This is an optimization exercise on Yosys and OpenROAD, whose aim is small area, not a production implementation.
Only simulation tests tie the RTL to the original design; equivalence was not proved.
Power and IR drop assume default switching activity.

==> flow/design.v <==
`default_nettype none
package crypt3_pkg;
  localparam int WORD_W = 32;
  localparam int QUAD_WORDS = 4;
  localparam int SHA1_ROUNDS = 4;
  typedef logic [WORD_W-1:0] word_t;
  typedef logic [QUAD_WORDS*WORD_W-1:0] quad_t;
  typedef enum logic [1:0] {
    op_none     = 2'd0,
    op_choose   = 2'd1,
    op_parity   = 2'd2,
    op_majority = 2'd3
  } sha1_op_e;
endpackage
`default_nettype wire
`timescale 1ns/1ps
`default_nettype none
module crypt3_issue_ctrl (
  input  wire                                 ck_gclkcx_crypt,
  input  wire                                 cx_reset3,
  input  wire                                 ival_e1,
  input  wire                                 sha1c_e1,
  input  wire                                 sha1p_e1,
  input  wire                                 sha1m_e1,
  input  crypt3_pkg::quad_t                   qn_e1,
  input  crypt3_pkg::quad_t                   qm_e1,
  input  wire                                 ival_e2,
  input  crypt3_pkg::quad_t                   qd_e2,
  input  wire [crypt3_pkg::SHA1_ROUNDS-2:0]   stage_valid,
  output logic                                s_valid,
  output crypt3_pkg::sha1_op_e                s_op,
  output crypt3_pkg::quad_t                   s_state,
  output crypt3_pkg::word_t                   s_e,
  output crypt3_pkg::quad_t                   s_w,
  output logic                                crypt3_active
);
  crypt3_pkg::sha1_op_e enc_op;
  crypt3_pkg::sha1_op_e op_q;
  crypt3_pkg::word_t    e_q;
  crypt3_pkg::quad_t    w_q;
  logic     pending_q;
  logic     have_first;
  crypt3_pkg::sha1_op_e cur_op;
  crypt3_pkg::word_t    cur_e;
  crypt3_pkg::quad_t    cur_w;
  always_comb begin
    if (sha1c_e1) begin
      enc_op = crypt3_pkg::op_choose;
    end else if (sha1p_e1) begin
      enc_op = crypt3_pkg::op_parity;
    end else if (sha1m_e1) begin
      enc_op = crypt3_pkg::op_majority;
    end else begin
      enc_op = crypt3_pkg::op_none;
    end
  end
  always_ff @(posedge ck_gclkcx_crypt) begin
    if (ival_e1) begin
      op_q <= enc_op;
      e_q  <= qn_e1[crypt3_pkg::WORD_W-1:0];
      w_q  <= qm_e1;
    end
  end
  always_ff @(posedge ck_gclkcx_crypt or posedge cx_reset3) begin
    if (cx_reset3) begin
      pending_q <= 1'b0;
    end else begin
      pending_q <= (ival_e1 | pending_q) & ~ival_e2;
    end
  end
  assign have_first = ival_e1 | pending_q;
  assign cur_op     = ival_e1 ? enc_op : op_q;
  assign cur_e      = ival_e1 ? qn_e1[crypt3_pkg::WORD_W-1:0] : e_q;
  assign cur_w      = ival_e1 ? qm_e1 : w_q;
  assign s_valid = ival_e2;
  assign s_op    = have_first ? cur_op : crypt3_pkg::op_none;
  assign s_state = (s_op == crypt3_pkg::op_none) ? '0 : qd_e2;
  assign s_e     = (s_op == crypt3_pkg::op_none) ? '0 : cur_e;
  assign s_w     = (s_op == crypt3_pkg::op_none) ? '0 : cur_w;
  assign crypt3_active = ival_e1 | ival_e2 | (|stage_valid);
endmodule
`default_nettype wire
`timescale 1ns/1ps
`default_nettype none
module sha1_round (
  input  crypt3_pkg::sha1_op_e op,
  input  crypt3_pkg::quad_t    state,
  input  crypt3_pkg::word_t    e,
  input  crypt3_pkg::word_t    w,
  output crypt3_pkg::quad_t    new_state,
  output crypt3_pkg::word_t    new_e
);
  crypt3_pkg::word_t a;
  crypt3_pkg::word_t b;
  crypt3_pkg::word_t c;
  crypt3_pkg::word_t d;
  crypt3_pkg::word_t f;
  crypt3_pkg::word_t a_rol5;
  crypt3_pkg::word_t b_rol30;
  crypt3_pkg::word_t new_a;
  assign a = state[4*crypt3_pkg::WORD_W-1:3*crypt3_pkg::WORD_W];
  assign b = state[3*crypt3_pkg::WORD_W-1:2*crypt3_pkg::WORD_W];
  assign c = state[2*crypt3_pkg::WORD_W-1:1*crypt3_pkg::WORD_W];
  assign d = state[1*crypt3_pkg::WORD_W-1:0];
  assign a_rol5  = {a[crypt3_pkg::WORD_W-6:0], a[crypt3_pkg::WORD_W-1:crypt3_pkg::WORD_W-5]};
  assign b_rol30 = {b[1:0], b[crypt3_pkg::WORD_W-1:2]};
  always_comb begin
    case (op)
      crypt3_pkg::op_choose: begin
        f = (b & c) | (~b & d);
      end
      crypt3_pkg::op_parity: begin
        f = b ^ c ^ d;
      end
      crypt3_pkg::op_majority: begin
        f = (b & c) | (b & d) | (c & d);
      end
      default: begin
        f = '0;
      end
    endcase
  end
  assign new_a = a_rol5 + f + e + w;
  always_comb begin
    if (op == crypt3_pkg::op_none) begin
      new_state = '0;
      new_e     = '0;
    end else begin
      new_state = {new_a, a, b_rol30, c};
      new_e     = d;
    end
  end
endmodule
`default_nettype wire
`timescale 1ns/1ps
`default_nettype none
module sha1_round_stage (
  input  wire                  ck_gclkcx_crypt,
  input  wire                  cx_reset3,
  input  wire                  in_valid,
  input  crypt3_pkg::sha1_op_e in_op,
  input  crypt3_pkg::quad_t    in_state,
  input  crypt3_pkg::word_t    in_e,
  input  crypt3_pkg::quad_t    in_w,
  output logic                 out_valid,
  output crypt3_pkg::sha1_op_e out_op,
  output crypt3_pkg::quad_t    out_state,
  output crypt3_pkg::word_t    out_e,
  output crypt3_pkg::quad_t    out_w
);
  crypt3_pkg::quad_t rnd_state;
  crypt3_pkg::word_t rnd_e;
  crypt3_pkg::quad_t w_shift;
  sha1_round u_round (
    .op        (in_op),
    .state     (in_state),
    .e         (in_e),
    .w         (in_w[crypt3_pkg::WORD_W-1:0]),
    .new_state (rnd_state),
    .new_e     (rnd_e)
  );
  assign w_shift = {{crypt3_pkg::WORD_W{1'b0}}, in_w[crypt3_pkg::QUAD_WORDS*crypt3_pkg::WORD_W-1:crypt3_pkg::WORD_W]};
  always_ff @(posedge ck_gclkcx_crypt or posedge cx_reset3) begin
    if (cx_reset3) begin
      out_valid <= 1'b0;
    end else begin
      out_valid <= in_valid;
    end
  end
  always_ff @(posedge ck_gclkcx_crypt) begin
    if (in_valid) begin
      out_op    <= in_op;
      out_state <= rnd_state;
      out_e     <= rnd_e;
      out_w     <= w_shift;
    end
  end
endmodule
`default_nettype wire
`timescale 1ns/1ps
`default_nettype none
module crypt3_sha1 (
  input  wire                ck_gclkcx_crypt,
  input  wire                cx_reset3,
  input  wire                ival_e1,
  input  wire                sha1c_e1,
  input  wire                sha1p_e1,
  input  wire                sha1m_e1,
  input  crypt3_pkg::quad_t  qn_e1,
  input  crypt3_pkg::quad_t  qm_e1,
  input  wire                ival_e2,
  input  crypt3_pkg::quad_t  qd_e2,
  output crypt3_pkg::quad_t  crypt3_out_e6,
  output logic               crypt3_active
);
  logic     v   [crypt3_pkg::SHA1_ROUNDS];
  crypt3_pkg::sha1_op_e op  [crypt3_pkg::SHA1_ROUNDS];
  crypt3_pkg::quad_t    st  [crypt3_pkg::SHA1_ROUNDS];
  crypt3_pkg::word_t    e   [crypt3_pkg::SHA1_ROUNDS];
  crypt3_pkg::quad_t    w   [crypt3_pkg::SHA1_ROUNDS];
  logic [crypt3_pkg::SHA1_ROUNDS-2:0] stage_valid;
  assign stage_valid = {v[3], v[2], v[1]};
  crypt3_issue_ctrl u_issue (
    .ck_gclkcx_crypt (ck_gclkcx_crypt),
    .cx_reset3       (cx_reset3),
    .ival_e1         (ival_e1),
    .sha1c_e1        (sha1c_e1),
    .sha1p_e1        (sha1p_e1),
    .sha1m_e1        (sha1m_e1),
    .qn_e1           (qn_e1),
    .qm_e1           (qm_e1),
    .ival_e2         (ival_e2),
    .qd_e2           (qd_e2),
    .stage_valid     (stage_valid),
    .s_valid         (v[0]),
    .s_op            (op[0]),
    .s_state         (st[0]),
    .s_e             (e[0]),
    .s_w             (w[0]),
    .crypt3_active   (crypt3_active)
  );
  sha1_round_stage u_stage1 (
    .ck_gclkcx_crypt (ck_gclkcx_crypt), .cx_reset3 (cx_reset3),
    .in_valid  (v[0]), .in_op  (op[0]), .in_state  (st[0]), .in_e  (e[0]), .in_w  (w[0]),
    .out_valid (v[1]), .out_op (op[1]), .out_state (st[1]), .out_e (e[1]), .out_w (w[1])
  );
  sha1_round_stage u_stage2 (
    .ck_gclkcx_crypt (ck_gclkcx_crypt), .cx_reset3 (cx_reset3),
    .in_valid  (v[1]), .in_op  (op[1]), .in_state  (st[1]), .in_e  (e[1]), .in_w  (w[1]),
    .out_valid (v[2]), .out_op (op[2]), .out_state (st[2]), .out_e (e[2]), .out_w (w[2])
  );
  sha1_round_stage u_stage3 (
    .ck_gclkcx_crypt (ck_gclkcx_crypt), .cx_reset3 (cx_reset3),
    .in_valid  (v[2]), .in_op  (op[2]), .in_state  (st[2]), .in_e  (e[2]), .in_w  (w[2]),
    .out_valid (v[3]), .out_op (op[3]), .out_state (st[3]), .out_e (e[3]), .out_w (w[3])
  );
  sha1_round_stage u_stage4 (
    .ck_gclkcx_crypt (ck_gclkcx_crypt), .cx_reset3 (cx_reset3),
    .in_valid  (v[3]), .in_op  (op[3]), .in_state  (st[3]), .in_e  (e[3]), .in_w  (w[3]),
    .out_valid (), .out_op (), .out_state (crypt3_out_e6), .out_e (), .out_w ()
  );
endmodule
`default_nettype wire
==> flow/run.sh <==
#!/bin/bash
# synth_recipe.tcl (not shown) runs the flow's synth.tcl, then flattens the netlist and writes it again
# the make line also repeats each setting of config.mk as NAME=value (left out here)
make -C /OpenROAD-flow-scripts/flow DESIGN_CONFIG=/design/flow/config.mk WORK_HOME=/design/flow/orfs CLKGATE_MAP_FILE= SYNTH_SCRIPT=/design/flow/synth_recipe.tcl finish
==> flow/config.mk <==
export PLATFORM = sky130hd
export DESIGN_NAME = crypt3_sha1
export DESIGN_NICKNAME = crypt3_sha1
export VERILOG_FILES = /design/flow/design.v
export SDC_FILE = /design/flow/constraint.sdc
export NUM_CORES = 4
export LEC_CHECK = 0
export CAP_MARGIN = 20
export CORE_MARGIN = 2
export CORE_UTILIZATION = 40
export PLACE_DENSITY = 0.6
export SLEW_MARGIN = 20
==> flow/constraint.sdc <==
create_clock -name core_clock -period 5.5 [get_ports {ck_gclkcx_crypt}]
set_input_delay 1.1000 -clock core_clock [delete_from_list [all_inputs] [get_ports {ck_gclkcx_crypt}]]
set_output_delay 1.1000 -clock core_clock [all_outputs]
set_load 0.01 [all_outputs]
==> out/results.ini <==
[status]
status=no timing/DRC/antenna violations

[yosys]
yosys_warnings=9
synth_edf_count=806
yosysTopAreaCell=edfxtp_1
ys_types=71
synth_seq_area_share_pct=52.68
syn_area_um2=52290
synthCells=4033
synthArstFlopShare_pct=0.4115
netlist.area_leader.share_pct=46.29
synth_area_per_cell_um2=12.97
synth_nets=4902
synthTopCellsByArea=edfxtp_1, fa_1, and2_1
ys_ff_latch=972
synthFlopType=edfxtp_1

[place]
hpwl_um=115700
place_area_um2=59720
dpl_worst_slack_ps=-1022
io_buffer_count=423
globalplace.congestion=0.8808

[finish]
layout_commonest_cell=edfxtp_1
syn2layout_area_growth_pct=21.33
drive_above_1_share_pct=12.26
layout_common_cells=edfxtp_1, and2_1, clkdlybuf4s50_1, fa_1, o21ai_0
fin_area_um2=63440
nets=5457

[timing]
setup_ws_ps=254.9
finalSetupViolCount=0
fin_crit_sh_pct=95.36
relSlewSlack_pct=30.03
max_clock_freq_mhz=190.7
worst_pin_slew_ps=1050
maxSlewViolCount=0
rsz0062_at_grt=false
hold_violations=0
period_minus_slack_ps=5245
finClkSkew_ps=39.00

[floorplan]
core_um2=129600
pin_count=520
die-height_um=365.6
initial_utilization_pct=40.33
dieArea_um2=133600
die_w_um=365.6
rows=132

[route]
drt-total-wl_um=145600
antenna_left=0
drc=0
wire_per_inst_um=22.65
via_per_inst=5.044
drt_iter0_markers=2561
dr.pass1.iters=5
vias=32430

[global_route]
grt_pass1_vias=32570
grt_overflow=0
grt_use_total_pct=21.84
grt_max_degree=171
antenna_found_initial=15
grt_pass1_wl_um=214000

[cts]
numCtsBuffers=106
path_clk_slew_ps=60
cts_root_buf=clkbuf_16
cts_tree=yes
htreeDepth=3
cts.sinks=972
clock_latency_ps=720
clockBufferDepth=3

[critical_path]
crit_arrival_ps=5710
critPathCaptureType=flip-flop
critPathMaxFanout=8
rr_worst_depth=19
crit_required_ps=5970
critPathLaunchType=primary input
worstSetupPathType=primary input to flip-flop

[power_and_ir_drop]
p_per_area_nw_per_um2=533.5
finalPower_mw=33.85
peakVddDrop_v=0.0002725
p_leak_nw=24.67

[worst_hold_path]
hp-class=flip-flop to flip-flop
whs_path_depth=0

[flow_run]
drv_cap=0

cell type report:
cell class              instances  area, um2
inverters                     123      469.2
flip-flops and latches        972      27560
clock inverters                66      709.4
clock buffers                 135       2863
multi-input cells            2768      23830
diodes                          7      17.52
fillers                     11440      66200
repair buffers                617       5818
well taps                    1742       2180
power breakdown:
| part | leakage (nW) | switching, mW | internal, mW |
|---|---|---|---|
| registers | 9.56 | 1.21 | 9.85 |
| clock network | 1.72 | 3.04 | 4.22 |
| logic | 13.4 | 8.60 | 6.92 |
cell families (layout without fill, tap and decap cells):
kind of cell | count (synthesis) | in the layout | share of synthesized area (%)
compound gates | 694 | 694 | 8.502
xor+xnor | 139 | 139 | 2.355
fa+ha+maj | 478 | 478 | 16.51
buf+inv | 293 | 941 | 2.113
flops | 972 | 972 | 52.68
mux | 265 | 265 | 5.458
other cells | 0 | 7 | 0
simple gates | 1192 | 1192 | 12.39
stage by stage:
step                      std cells  TNS (ps)  utilization [%]  hold WS [ps]
after floorplan                4033    -90.28                -         400.3
after global placement         6216    -12130            46.06         403.2
after detailed placement       6216    -12810            46.06         405.4
after CTS                      6421         0            48.85         389.1
after global routing           6430         0            48.94         417.2
final                          6430         0            48.94         400.4
worst max-delay path, cell delays in order:
cell           delay, ps
dlygate4sd2_1        280
a21oi_2              100
a21o_1               220
a21oi_4              250
buf_4                190
and2_4               160
ha_4                 200
xor2_1               140
a21oi_1               70
nor2_1               130
fa_1                 430
ha_2                 220
fa_2                 430
a211oi_4             290
o21ai_2              100
nand2_2               90
o31ai_4               80
a41oi_4              230
o21ai_2              120
a211o_1              310
o41ai_2              320
xor2_1               180
nor2_1                60
synth_stat cells (all sizes together) (95+ instances only):
cell type,instances
fa,353
a22o,95
mux2i,104
and2,564
edfxtp,806
mux2,161
o21ai,227
inv,122
ha,125
nor2b,120
a21oi,150
clkbuf,160
nor2,173
dfxtp,162
nand2,211
sequential cells by signal (all words and copies together), names as in the netlist, 64 cells and up:
| name | cells |
|---|---|
| u_stage4.out_state | 128 |
| u_stage2.out_state | 128 |
| u_stage1.out_w | 96 |
| u_issue.w_q | 128 |
| u_stage1.out_state | 128 |
| u_stage2.out_w | 64 |
| u_stage3.out_state | 128 |
repair_timing:
item,in CTS,in global routing
cloned,0,0
setup buffers,4,3
resized for setup,5,21
hold buffers,0,0
pin swaps,7,13
endpoints found under the setup margin,9,10
per-layer routing:
metal / track usage (%) / share of wire (%) / vias to the layer above
met2: 33.85 / 46 / 881
met5: 0 / 0.018 / -
li1: - / - / 15350
met1: 31.77 / 47 / 16030
met3: 2.961 / 4.8 / 173
met4: 6.891 / 2.6 / 4
final timing paths:
path | end | slack [ps] | startpoint
worst max-delay path | u_stage1.out_state[125]$_SDFFCE_PP0P_ | 250 | sha1m_e1
worst min-delay path | u_stage3.out_w[27]$_DFFE_PP_ | 400 | u_stage2.out_w[59]$_DFFE_PP_
worst max register to register | u_stage4.out_state[127]$_SDFFCE_PN0P_ | 250 | u_stage3.out_state[65]$_SDFFCE_PN0P_
worst min register to register | u_stage3.out_w[27]$_DFFE_PP_ | 400 | u_stage2.out_w[59]$_DFFE_PP_
max in group asynchronous | u_stage3.out_valid$_DFF_PP0_ | 4400 | cx_reset3
min in group asynchronous | u_issue.pending_q$_DFF_PP0_ | 750 | cx_reset3

[afterwards: timing with drivers on the ports]
In the flow no input, the clock included, has a driving cell. The finished layout below was timed again as built, in two steps. Step 1: set_driving_cell puts a clkbuf_16 on ck_gclkcx_crypt and a buf_2 on each other input, an assumption about the parent block. Step 2 times the ports against the registers' clock, not the clock port: input delays grow and output delays shrink by t, the midpoint of the rising clock arrivals with the driver on. Three values: ideal, step 1, step 2; two values: the first two.
t (ns): 0.780
setup WS [ns]: 0.255 / 0.256 / -0.471
worst setup path after step 2: input to register
clock arrival spread, ns: 0.043 / 0.043
With both steps, setup timing fails in this run, where it was met with ideal ports. The setup slack of this run moves by +0.001 ns with the drivers and by -0.726 ns with both steps.
